Background: an optimization exercise with open tools, aiming at small area, a short achievable clock period and few clock cycles per item. Do not read the settings as production practice. Function was checked by simulation only, so behaviour that the tests miss may differ from the original. Power and IR drop assume default switching activity.

main:
// seq_alu
module seq_alu (
  input  logic        clk,
  input  logic        clear_n,
  input  logic        start,
  input  logic [5:0]  op,
  input  logic [31:0] A,
  input  logic [31:0] B,
  output logic        busy,
  output logic        done,
  output logic [31:0] result_lo,
  output logic [31:0] result_hi,
  output logic        carry_out,
  output logic        div_zero,
  output logic        illegal_op
);
Settings: LEC_CHECK=0, ABC_AREA=1, CAP_MARGIN=20, CORE_MARGIN=2, CORE_UTILIZATION=40, SETUP_SLACK_MARGIN=4.5, SLEW_MARGIN=20; clock period 8.0 ns.
run.sh (not shown) runs the stock make flow with config.mk's settings and CLKGATE_MAP_FILE= SYNTH_SCRIPT=/design/flow/synth_recipe.tcl, a recipe that flattens the netlist after the stock synthesis.
Testbench counts of main, summed over its fixed seeds: cycles 21,056, ops 8,000.
### main -> the feature branch
--- a/flow/design.v
+++ b/flow/design.v
@@ -198,18 +198,16 @@
   assign zt   = (dx ^ dy) ^ {(dx[31:0] | dy[31:0]), 1'b0};
   assign dz0  = ~|zt;
   assign qb   = dneg ? (dsub[32] | dz0) : ~dsub[32];
   assign qn   = {lo_q[30:0], qb};
   assign rn   = qb ? dsub[31:0] : hi_q;
   assign ng2    = cneg({1'b0, lo_q[30:0]}, 1'b1);
   assign qfin   = qneg_q ? (qb ? {~lo_q[30:0], 1'b1} : {ng2[30:0], 1'b0}) : qn;
-  logic asm, bsm, mswap, m_last;
-  assign asm    = &A[31:15] | ~|A[31:15];
+  logic bsm, m_last;
   assign bsm    = &B[31:15] | ~|B[31:15];
-  assign mswap  = (op == 6'd6) & asm & ~bsm;
   assign m_last = s_mul & ((cnt_q == 5'd0) | (msm_q & (cnt_q == 5'(NSTEP - 2))));
   logic bz, single, m_first, m_step, d_early, d_align, d_step, d_last;
   assign bz      = (B == 32'd0);
   assign single  = v_arith | (|v_tt) | v_shl | v_shr |
                    v_sra | v_rot | v_dz | v_ill;
   assign m_first = s_mul & mfirst_q;
   assign m_step  = s_mul & ~mfirst_q;
@@ -230,35 +228,35 @@
          | ({32{d_last}}  & qfin);
     hi_d = ({32{v_dz}}    & a_q)
          | ({32{s_mul}}   & ms[2*K+31:2*K])
          | ({32{s_mfin & ~msm_q}} & add_sum[39:8])
          | ({32{s_mfin & msm_q}}  & {{16{add_sum[39]}}, add_sum[39:24]})
          | ({32{s_d0}}    & a_q)
          | ({32{s_dit}}   & rn);
-    b_d  = ({32{~busy_q}}  & ((op == 6'd2) ? cneg(B, B[31]) : mswap ? A : B))
+    b_d  = ({32{~busy_q}}  & ((op == 6'd2) ? cneg(B, B[31]) : B))
          | ({32{s_mul}}   & mc[2*K+31:2*K])
          | ({32{d_align}} & (rot ^ {32{~dneg}}))
          | ({32{d_step}}  & {~dneg, b_q[31:1]});
   end
   always_ff @(posedge clk) begin
     lo_q <= lo_d;
     hi_q <= hi_d;
     b_q  <= b_d;
     if (!busy_q) begin
-      a_q    <= mswap ? B : A;
-      msm_q  <= asm | bsm;
+      a_q    <= A;
+      msm_q  <= bsm;
       qneg_q <= A[31] ^ B[31];
     end
     r_q  <= (op == 6'd7 || op == 6'd9 || op == 6'd13) ? 5'd0 - A[4:0] : A[4:0];
     la_q <= blen(A);
     lb_q <= blen(B);
     carry_q <= v_carry & add_s[32];
     dz_q    <= single & v_dz;
     ill_q   <= single & v_ill;
-    bc_q  <= ~s_mul ? brec({mswap ? A[2*K-1:0] : B[2*K-1:0], 1'b0}) :
+    bc_q  <= ~s_mul ? brec({B[2*K-1:0], 1'b0}) :
              mfirst_q ? brec(b_q[4*K-1:2*K-1]) : brec(lo_q[4*K-1:2*K-1]);
     cr_q  <= mfirst_q ? 2'd0 : ret[2*K+1:2*K];
     sx_q  <= ms[2*K+32];
     cx_q  <= mc[2*K+32];
     rls_q <= ms[2*K-1:0];
     rlc_q <= mc[2*K-1:0];
     rln_q <= bneg[K-1];
==> comparison <==
Looking only at clock power share, and setting everything else aside, the higher value of the feature branch and main goes to main. On area taken by flip-flops and latches, the feature branch and main are neck and neck. Re share of synthesized flip-flops with an asynchronous set or reset: no difference whatsoever between the feature branch and main. Looking at power consumption across both flows, the feature branch is the weaker of the two, with main ahead. Static leakage ended up about 1.6% lower on the feature branch than on main. Unique cell type count in the Yosys netlist | the feature branch below main. On total length of routed wires, the feature branch does worse than main. Register-to-register slack improves in the feature branch relative to main. The feature branch ends up with a final worst setup slack that is 62 ps higher than in main. Per the comparison of the feature branch with main, horizontal die dimension now smaller; number of cell instances on the worst register-to-register path shrank by 2; xor and xnor area share after synthesis shows an increase of 0.79 points.
Testbench counts of the feature branch, summed over its fixed seeds: cycles 21,492, ops 8,000.

port drivers added, routing unchanged:
In the flow no input, the clock included, has a driving cell. The finished layouts below were timed again as built, in two steps.
Step 1 (the two cells are an assumption about what drives the block):
set clk [get_ports {clk}]
set_driving_cell -lib_cell sky130_fd_sc_hd__clkbuf_16 $clk
set_driving_cell -lib_cell sky130_fd_sc_hd__buf_2 [delete_from_list [all_inputs] $clk]
Step 2 adds t to the input delays and takes it off the output delays; t is the mean of the earliest and latest rising clock arrival at the registers after step 1. Input paths then give back, and output paths get back, about the clock's delay inside the block.
a / b / c = no drivers / after step 1 / after step 2; a / b = the first two.
| run | shift t [ns] | setup WS [ns] | worst setup path after step 2 | clock arrival spread, ns | worst data-port slew with drivers (ns) |
|---|---|---|---|---|---|
| main | 0.705 | 4.313 / 4.313 / 3.930 | input to register | 0.030 / 0.030 | 0.06 |
| the feature branch | 0.664 | 4.375 / 4.347 / 3.909 | input to register | 0.020 / 0.020 | 0.07 |
After both steps setup and hold are still met in every run listed. For the feature branch, which loses most, drivers alone change the setup slack by -0.028 ns; drivers and shift together by -0.466 ns.
